This design comes from an exercise in tuning for small area, a short achievable clock period and few clock cycles on the open sky130 flow, not from production work. At most, simulation tests tie the RTL to the original design; equivalence was not proved. The flow treats the clock pin as an ideal source, which a real chip does not have. Power is estimated from default activity; no workload was simulated.

## the baseline
// cpu_core
module cpu_core (
    input  logic        clk,
    input  logic        rst,
    input  logic [15:0] instr_in,
    output logic [15:0] pc,
    output logic        dmem_req_valid,
    output logic        dmem_req_store,
    output logic [15:0] dmem_req_addr,
    output logic [15:0] dmem_req_wdata,
    input  logic        dmem_rsp_credit,
    input  logic [15:0] dmem_rsp_rdata
);
For scale: roughly 1400 cells after synthesis, roughly 200 flip-flops, roughly 0.013 mm^2 of cells after synthesis.
==> flow/config.mk <==
export PLATFORM = sky130hd
export DESIGN_NAME = cpu_core
export DESIGN_NICKNAME = cpu_core
export VERILOG_FILES = /design/flow/design.v
export SDC_FILE = /design/flow/constraint.sdc
export NUM_CORES = 4
export LEC_CHECK = 0
export CAP_MARGIN = 20
export CORE_MARGIN = 2
export CORE_UTILIZATION = 40
export SETUP_SLACK_MARGIN = 5
export SLEW_MARGIN = 20
==> flow/constraint.sdc <==
create_clock -name core_clock -period 10.0 [get_ports {clk}]
set_input_delay 2.0000 -clock core_clock [delete_from_list [all_inputs] [get_ports {clk}]]
set_output_delay 2.0000 -clock core_clock [all_outputs]
set_load 0.01 [all_outputs]
run.sh (not shown) runs the stock make flow with config.mk's settings and CLKGATE_MAP_FILE= SYNTH_SCRIPT=/design/flow/synth_recipe.tcl, a recipe that flattens the netlist after the stock synthesis.
The baseline | status: complete | timing, DRC, antenna: pass
Input changes introduced in the candidate (baseline for comparison: the baseline):
# the baseline
export LEC_CHECK = 0
export CAP_MARGIN = 20
export CORE_MARGIN = 2
export CORE_UTILIZATION = 40
export SETUP_SLACK_MARGIN = 5
export SLEW_MARGIN = 20
create_clock -name core_clock -period 10.0 [get_ports {clk}]
# the candidate
export LEC_CHECK = 0
export CAP_MARGIN = 20
export CORE_MARGIN = 2
export CORE_UTILIZATION = 40
export SLEW_MARGIN = 20
create_clock -name core_clock -period 10.0 [get_ports {clk}]
--- outcome ---
- Compare the candidate and the baseline | first-pass GRT wire length lower: the candidate
- Going from the baseline to the candidate, sequential power essentially unchanged; placer's final routability congestion estimate decreased about 4.6%; number of non-clock buffers in the layout decreased 94; global router's overall resource usage decreased 1.9 points.
No run of this note included a check of the RTL's function; only the layout flow was run.


north:
Another version of the RTL of cpu_core (not shown whole).
Size in the first run: about 210 flip-flops, about 85 I/O pins.
export LEC_CHECK = 0
export CAP_MARGIN = 20
export CORE_MARGIN = 2
export CORE_UTILIZATION = 50
export CTS_BUF_LIST = sky130_fd_sc_hd__clkbuf_16
export CTS_CLUSTER_DIAMETER = 120
export CTS_CLUSTER_SIZE = 25
export SLEW_MARGIN = 20
create_clock -name core_clock -period 10.0 [get_ports {clk}]
standard.sh (not shown) runs the stock make flow with config.mk's settings and CLKGATE_MAP_FILE= SYNTH_SCRIPT=/design/flow/synth_recipe.tcl, a recipe that flattens the netlist after the stock synthesis.
==> flow/flow/run.sh <==
#!/bin/bash
# Standard layout (the standard flow's synthesis, constraints and steps) with these
# changes to how it is made:
#  - port buffers are buf_1 cells instead of the default choice;
#  - up to clock-tree synthesis, timing repair aims for a setup margin of
#    M1 ns, so the resizer improves the critical paths below the 10 ns clock;
#    it repairs the worst path only (TNS_END_PERCENT 0), since only the
#    worst slack counts;
#  - after the standard post-CTS repair, flow/post_cts.tcl runs one more
#    sizing-only repair pass toward the same margin;
set -euo pipefail
M1=6.3
M2=6.1
BUF="BUFFER_PORTS_ARGS=-buffer_cell sky130_fd_sc_hd__buf_1"
bash standard.sh SETUP_SLACK_MARGIN=$M1 TNS_END_PERCENT=0 "$BUF" "POST_CTS_TCL=$PWD/flow/post_cts.tcl" cts > flow_make_1.log 2>&1
bash standard.sh SETUP_SLACK_MARGIN=$M2 TNS_END_PERCENT=0 "$BUF" "POST_GLOBAL_ROUTE_TCL=$PWD/flow/post_grt.tcl" finish > flow_make_2.log 2>&1
==> flow/flow/post_cts.tcl <==
# Extra sizing pass after the standard post-CTS repair: upsize and swap pins
# only, toward the same setup margin, then legalize again.
repair_timing -setup -setup_margin $::env(SETUP_SLACK_MARGIN) -repair_tns 0 -sequence sizeup,swap -verbose
detailed_placement
check_placement -verbose
==> flow/flow/post_grt.tcl <==
# Extra sizing pass after the standard global-route repair, with global-route
# parasitics: upsize and swap pins only, toward the same setup margin; then
# legalize, re-route the changed nets and rewrite the route guides.
global_route -start_incremental
repair_timing -setup -setup_margin $::env(SETUP_SLACK_MARGIN) -repair_tns 0 -sequence sizeup,swap -verbose
detailed_placement
global_route -end_incremental
estimate_parasitics -global_routing
check_placement -verbose
write_guides $::env(RESULTS_DIR)/route.guide
Testbench counts of north, summed over its fixed seeds: cycles 43,778.
Modified inputs, south compared to north
Settings: CTS_CLUSTER_DIAMETER: 120 -> unset; CTS_BUF_LIST: sky130_fd_sc_hd__clkbuf_16 -> sky130_fd_sc_hd__clkbuf_8; CTS_CLUSTER_SIZE: 25 -> unset.
==> flow/flow/run.sh <==
#!/bin/bash
# Standard layout (the standard flow's synthesis, constraints and steps) with these
# changes to how it is made:
#  - port buffers are buf_1 cells instead of the default choice;
#  - up to clock-tree synthesis, timing repair aims for a setup margin of
#    M1 ns, so the resizer improves the critical paths below the 10 ns clock;
#    it repairs the worst path only (TNS_END_PERCENT 0), since only the
#    worst slack counts;
set -euo pipefail
M1=6.3
M2=5.9
BUF="BUFFER_PORTS_ARGS=-buffer_cell sky130_fd_sc_hd__buf_1"
bash standard.sh SETUP_SLACK_MARGIN=$M1 TNS_END_PERCENT=0 "$BUF" cts > flow_make_1.log 2>&1
bash standard.sh SETUP_SLACK_MARGIN=$M2 TNS_END_PERCENT=0 "$BUF" RECOVER_POWER=100 finish > flow_make_2.log 2>&1
removed: flow/flow/post_cts.tcl
removed: flow/flow/post_grt.tcl
--- outcome ---
Layout checks on south: not met. Flow itself completed; violations: max-capacitance violations, max-slew violations. In the reports for south and north, the smaller share of power burned in the clock network belongs to north. Of south and north, south shows the lower worst setup margin, with north above it. Comparing south against north, there is no change at all in count of inverters not on the clock network in the layout. Re power dissipated by switching net loads: south is about 0.32% down on north. north reports its top layer used by detailed routing as met5 while south reports met4.
Input changes introduced in east (baseline for comparison: south):
Settings: changing CTS_BUF_LIST from sky130_fd_sc_hd__clkbuf_8 to sky130_fd_sc_hd__clkbuf_16; setting CTS_CLUSTER_DIAMETER to 120 for the first time; setting CTS_CLUSTER_SIZE to 25 for the first time; changing CORE_UTILIZATION from 50 to 45.
--- a/flow/flow/run.sh
+++ b/flow/flow/run.sh
@@ -8,7 +8,10 @@
 #    worst slack counts;
+#  - after the standard post-CTS repair, flow/post_cts.tcl runs one more
+#    sizing-only repair pass toward the same margin;
 set -euo pipefail
 M1=6.3
-M2=5.9
+M2=5.95
 BUF="BUFFER_PORTS_ARGS=-buffer_cell sky130_fd_sc_hd__buf_1"
-bash standard.sh SETUP_SLACK_MARGIN=$M1 TNS_END_PERCENT=0 "$BUF" cts > flow_make_1.log 2>&1
-bash standard.sh SETUP_SLACK_MARGIN=$M2 TNS_END_PERCENT=0 "$BUF" RECOVER_POWER=100 finish > flow_make_2.log 2>&1
+HOOK="POST_CTS_TCL=$PWD/flow/post_cts.tcl"
+bash standard.sh SETUP_SLACK_MARGIN=$M1 TNS_END_PERCENT=0 "$BUF" "$HOOK" cts > flow_make_1.log 2>&1
+bash standard.sh SETUP_SLACK_MARGIN=$M2 TNS_END_PERCENT=0 "$BUF" finish > flow_make_2.log 2>&1
==> flow/flow/post_cts.tcl (new file) <==
# Extra sizing pass after the standard post-CTS repair: upsize and swap pins
# only, toward the same setup margin, then legalize again.
repair_timing -setup -setup_margin $::env(SETUP_SLACK_MARGIN) -repair_tns 0 -sequence sizeup,swap -verbose
detailed_placement
check_placement -verbose
## What came out
In summary, east completed successfully, with a layout that passed the timing, DRC and antenna checks.
Final wirelength, south and east: smaller value in south
east has more setup slack than south.
Compared with south, east shows fmax that has gone up by more than a quarter.
Total of clock buffers placed in the layout ended up 28 lower on east than on south.
Re global-route wire length before repair: south and east aren't equal, and the lower value belongs to south.
According to the power report, total power for east is lower than for south.
For the relative slew slack, east came in 120 points higher than south did.
Area: east vs south -> east larger
Overall die area delta for east relative to south: 11% higher
Inputs modified between east and west:
Settings: changing CORE_UTILIZATION from 45 to 50.
--- a/flow/flow/run.sh
+++ b/flow/flow/run.sh
@@ -15,3 +15,3 @@
 HOOK="POST_CTS_TCL=$PWD/flow/post_cts.tcl"
-bash standard.sh SETUP_SLACK_MARGIN=$M1 TNS_END_PERCENT=0 "$BUF" "$HOOK" cts > flow_make_1.log 2>&1
-bash standard.sh SETUP_SLACK_MARGIN=$M2 TNS_END_PERCENT=0 "$BUF" finish > flow_make_2.log 2>&1
+bash standard.sh SETUP_SLACK_MARGIN=$M1 TNS_END_PERCENT=0 MATCH_CELL_FOOTPRINT=0 "$BUF" "$HOOK" cts > flow_make_1.log 2>&1
+bash standard.sh SETUP_SLACK_MARGIN=$M2 TNS_END_PERCENT=0 MATCH_CELL_FOOTPRINT=0 "$BUF" finish > flow_make_2.log 2>&1
## What came out
Looking only at clock period minus final worst setup slack, and setting everything else aside, the higher value of west and east goes to east. The setup slack of west is larger than that of east. Where area of the core is concerned, east is outperformed by west. Reported for west and east, fraction of the mapped netlist area in simple logic gates turned out identical to the last digit.


== run A ==
The RTL this note starts from:
==> flow/design.v <==
`timescale 1ns/1ps
module cpu_core (
    input  logic        clk,
    input  logic        rst,
    input  logic [15:0] instr_in,
    output logic [15:0] pc,
    output logic        dmem_req_valid,
    output logic        dmem_req_store,
    output logic [15:0] dmem_req_addr,
    output logic [15:0] dmem_req_wdata,
    input  logic        dmem_rsp_credit,
    input  logic [15:0] dmem_rsp_rdata
);
    logic [1:0]  cls;
    logic [2:0]  op, dst;
    logic [4:0]  low;
    logic [7:0]  s1, sb;       
    logic        ir_valid;
    logic        credit_q;
    logic        ld_pending;
    logic [2:0]  ld_dst;
    logic [15:0] regs [8];
    logic        clr;
    logic [2:0] f_rb;
    assign f_rb = (instr_in[15:14] == 2'b10) ? instr_in[10:8] : instr_in[4:2];
    logic [15:0] imm;
    assign imm = {{11{low[4]}}, low};
    logic is_alu, is_mem, is_jmp, is_ld;
    assign is_alu = ~cls[1];
    assign is_mem = cls[1] & ~cls[0] & (op[2:1] == 2'b00);
    assign is_ld  = is_mem & ~op[0];
    assign is_jmp = cls[1] & cls[0];
    logic use_s1, use_sb, use_dst;
    assign use_s1  = is_alu | is_mem | (is_jmp & ~op[2]);
    assign use_sb  = (cls == 2'b00) | is_mem | (is_jmp & ~op[2]);
    assign use_dst = is_alu | is_ld;
    logic [15:0] a, rbv;
    always_comb begin
        a   = '0;
        rbv = '0;
        for (int i = 0; i < 8; i++) begin
            a   = a   | (regs[i] & {16{s1[i]}});
            rbv = rbv | (regs[i] & {16{sb[i]}});
        end
    end
    logic [15:0] b;
    logic [2:0]  aop;
    logic        sub;
    logic [15:0] sum;
    logic [15:0] res;
    assign b   = cls == 2'b00 ? rbv : imm;
    assign aop = is_alu ? op : 3'd0;
    assign sub = (aop == 3'd1) | (aop == 3'd7);
    logic [15:0] bx, kp, kg;
    assign bx = b ^ {16{sub}};
    always_comb begin
        logic [15:0] p, g, pn, gn;
        p = a ^ bx;
        g = a & bx;
        g[0] = g[0] | (p[0] & sub);
        kp = p;
        for (int d = 1; d < 16; d = d * 2) begin
            gn = g;
            pn = p;
            for (int i = d; i < 16; i++) begin
                gn[i] = g[i] | (p[i] & g[i-d]);
                pn[i] = p[i] & p[i-d];
            end
            g = gn;
            p = pn;
        end
        kg = g;
    end
    assign sum = kp ^ {kg[14:0], sub};
    always_comb begin
        case (aop)
            3'd0, 3'd1: res = sum;
            3'd2: res = a & b;
            3'd3: res = a | b;
            3'd4: res = a ^ b;
            3'd5: res = a << b[3:0];
            3'd6: res = a >> b[3:0];
            default: res = {15'd0, (a[15] ^ b[15]) ? a[15] : sum[15]};
        endcase
    end
    logic cond, taken;
    always_comb begin
        case (op)
            3'd0: cond = 1'b1;
            3'd1: cond = (a == 16'd0);
            3'd2: cond = (a != 16'd0);
            3'd3: cond = a[15];
            default: cond = 1'b0;
        endcase
    end
    assign taken = ir_valid & is_jmp & cond;
    logic [7:0] ld_oh;
    always_comb begin
        ld_oh = '0;
        ld_oh[ld_dst] = 1'b1;
    end
    logic haz, avail, ld_wr, stall, issue, e_wr;
    assign haz   = ld_pending & ((use_s1 & |(s1 & ld_oh)) |
                                 (use_sb & |(sb & ld_oh)) |
                                 (use_dst & (dst == ld_dst)));
    assign avail = (credit_q & ~dmem_req_valid) | dmem_rsp_credit;
    assign ld_wr = ld_pending & dmem_rsp_credit;
    assign e_wr  = ir_valid & is_alu;
    assign stall = ir_valid & (haz | (is_mem & ~avail) | (is_alu & ld_wr));
    assign issue = ir_valid & is_mem & ~haz & avail;
    logic [7:0]  we;
    logic [2:0]  wa;
    logic [15:0] wd;
    logic        ld_sel, alu_sel;
    assign wa      = ld_wr ? ld_dst : dst;
    assign ld_sel  = ld_wr & ~clr;
    assign alu_sel = ~ld_wr & ~clr;
    assign wd      = ({16{ld_sel}} & dmem_rsp_rdata) | ({16{alu_sel}} & res);
    always_comb begin
        for (int i = 0; i < 8; i++)
            we[i] = clr | ((ld_wr | (e_wr & ~haz)) & (wa == 3'(i)));
    end
    always_ff @(posedge clk) begin
        for (int i = 0; i < 8; i++)
            if (we[i]) regs[i] <= wd;
    end
    always_ff @(posedge clk or posedge rst) begin
        if (rst) clr <= 1'b1;
        else     clr <= 1'b0;
    end
    always_ff @(posedge clk or posedge rst) begin
        if (rst) begin
            pc       <= '0;
            ir_valid <= 1'b0;
        end else if (!stall) begin
            pc       <= taken ? rbv : pc + 16'd1;
            ir_valid <= ~taken;
        end
    end
    always_ff @(posedge clk) begin
        if (!stall) begin
            cls <= instr_in[15:14];
            op  <= instr_in[13:11];
            dst <= instr_in[10:8];
            low <= instr_in[4:0];
            for (int i = 0; i < 8; i++) begin
                s1[i] <= (instr_in[7:5] == 3'(i));
                sb[i] <= (f_rb == 3'(i));
            end
        end
    end
    always_ff @(posedge clk or posedge rst) begin
        if (rst) begin
            dmem_req_valid <= 1'b0;
            credit_q       <= 1'b1;
            ld_pending     <= 1'b0;
        end else begin
            dmem_req_valid <= issue;
            credit_q       <= avail & ~issue;
            if (issue) ld_pending <= is_ld;
            else if (dmem_rsp_credit) ld_pending <= 1'b0;
        end
    end
    always_ff @(posedge clk) begin
        dmem_req_store <= op[0];
        dmem_req_addr  <= sum;
        dmem_req_wdata <= rbv;
        if (issue) ld_dst <= dst;
    end
endmodule
==> flow/config.mk <==
export PLATFORM = sky130hd
export DESIGN_NAME = cpu_core
export DESIGN_NICKNAME = cpu_core
export VERILOG_FILES = /design/flow/design.v
export SDC_FILE = /design/flow/constraint.sdc
export NUM_CORES = 4
export LEC_CHECK = 0
export CAP_MARGIN = 20
export CORE_MARGIN = 2
export CORE_UTILIZATION = 50
export CTS_BUF_LIST = sky130_fd_sc_hd__clkbuf_16
export CTS_CLUSTER_DIAMETER = 120
export CTS_CLUSTER_SIZE = 25
export SLEW_MARGIN = 20
==> flow/constraint.sdc <==
create_clock -name core_clock -period 10.0 [get_ports {clk}]
set_input_delay 2.0000 -clock core_clock [delete_from_list [all_inputs] [get_ports {clk}]]
set_output_delay 2.0000 -clock core_clock [all_outputs]
set_load 0.01 [all_outputs]
==> flow/flow/run.sh <==
#!/bin/bash
# Standard layout (the standard flow's synthesis, constraints and steps) with these
# changes to how it is made:
#  - port buffers are buf_1 cells instead of the default choice;
#  - up to clock-tree synthesis, timing repair aims for a setup margin of
#    M1 ns, so the resizer improves the critical paths below the 10 ns clock;
#    it repairs the worst path only (TNS_END_PERCENT 0), since only the
#    worst slack counts;
#  - after the standard post-CTS repair, flow/post_cts.tcl runs one more
#    sizing-only repair pass toward the same margin;
set -euo pipefail
M1=6.3
M2=5.95
BUF="BUFFER_PORTS_ARGS=-buffer_cell sky130_fd_sc_hd__buf_1"
HOOK="POST_CTS_TCL=$PWD/flow/post_cts.tcl"
bash standard.sh SETUP_SLACK_MARGIN=$M1 TNS_END_PERCENT=0 "$BUF" "$HOOK" cts > flow_make_1.log 2>&1
bash standard.sh SETUP_SLACK_MARGIN=$M2 TNS_END_PERCENT=0 "$BUF" finish > flow_make_2.log 2>&1
==> flow/flow/post_cts.tcl <==
# Extra sizing pass after the standard post-CTS repair: upsize and swap pins
# only, toward the same setup margin, then legalize again.
repair_timing -setup -setup_margin $::env(SETUP_SLACK_MARGIN) -repair_tns 0 -sequence sizeup,swap -verbose
detailed_placement
check_placement -verbose
Run A completed every stage of the flow, and the final layout passed the timing, DRC and antenna checks.
Testbench counts of run A, summed over its fixed seeds: cycles 43,778.
Inputs modified between run A and run B:
# run A
export LEC_CHECK = 0
export CAP_MARGIN = 20
export CORE_MARGIN = 2
export CORE_UTILIZATION = 50
export CTS_BUF_LIST = sky130_fd_sc_hd__clkbuf_16
export CTS_CLUSTER_DIAMETER = 120
export CTS_CLUSTER_SIZE = 25
export SLEW_MARGIN = 20
create_clock -name core_clock -period 10.0 [get_ports {clk}]
# run B
export LEC_CHECK = 0
export CAP_MARGIN = 20
export CORE_MARGIN = 2
export CORE_UTILIZATION = 50
export CTS_BUF_LIST = sky130_fd_sc_hd__clkbuf_8
export SLEW_MARGIN = 20
create_clock -name core_clock -period 10.0 [get_ports {clk}]
==> flow/flow/run.sh <==
#!/bin/bash
# Standard layout (the standard flow's synthesis, constraints and steps) with these
# changes to how it is made:
#  - port buffers are buf_1 cells instead of the default choice;
#  - up to clock-tree synthesis, timing repair aims for a setup margin of
#    M1 ns, so the resizer improves the critical paths below the 10 ns clock;
#    it repairs the worst path only (TNS_END_PERCENT 0), since only the
#    worst slack counts;
set -euo pipefail
M1=6.3
M2=5.9
BUF="BUFFER_PORTS_ARGS=-buffer_cell sky130_fd_sc_hd__buf_1"
bash standard.sh SETUP_SLACK_MARGIN=$M1 TNS_END_PERCENT=0 "$BUF" cts > flow_make_1.log 2>&1
bash standard.sh SETUP_SLACK_MARGIN=$M2 TNS_END_PERCENT=0 "$BUF" finish > flow_make_2.log 2>&1
removed: flow/flow/post_cts.tcl
Findings:
- Going from run A to run B, clock buffer count in the final layout grows by 29.
- Run B vs run A: global-route wire length before repair up
- Per the comparison of run B with run A, post-route cell area went up by 1.9%, die area did not really move, worst path arrival time climbed 0.21 ns, critical path depth went up 1, detailed-route wire length shows an increase of about 0.6%.
- Changes observed in run B relative to run A: combinational group share of total power has decreased, register-to-register slack went down 0.17 ns, maximum frequency from static timing analysis has decreased, number of global-route vias before repair has increased.

==> what the ideal ports hide <==
The flow's constraints put no driver on any port. The routed layouts listed below were extracted and timed again, unchanged, in two steps. Step 1 assumes that a clkbuf_16 drives the clock port and a buf_2 every other input. Step 2, shift: input delay + t, output delay - t, t = (earliest + latest rising clock arrival at the registers) / 2. This alone moves slack from input paths to output paths. Three values: ideal ports, drivers, drivers and shift; two values: the first two.
run	t (ns)	slack for setup (ns)	worst setup path at the end	clock arrival spread, ns	worst slew at a driven data input, ns
the baseline	0.496	4.985 / 4.985 / 4.785	input to register	0.017 / 0.018	0.05
the candidate	0.494	2.834 / 2.834 / 2.834	register to register	0.016 / 0.016	0.05
north	0.536	6.019 / 6.019 / 5.798	input to register	0.042 / 0.042	0.04
south	0.569	4.254 / 4.254 / 4.254	register to register	0.034 / 0.035	0.03
east	0.524	5.929 / 5.929 / 5.663	input to register	0.030 / 0.030	0.04
west	0.536	5.987 / 5.987 / 5.796	input to register	0.033 / 0.033	0.04
run A	0.536	6.115 / 6.115 / 5.816	input to register	0.044 / 0.043	0.04
run B	0.567	5.942 / 5.942 / 5.835	input to register	0.032 / 0.031	0.04
The setup slack of run A, which loses most, moves by 0.000 ns with the drivers and by -0.299 ns with both steps.
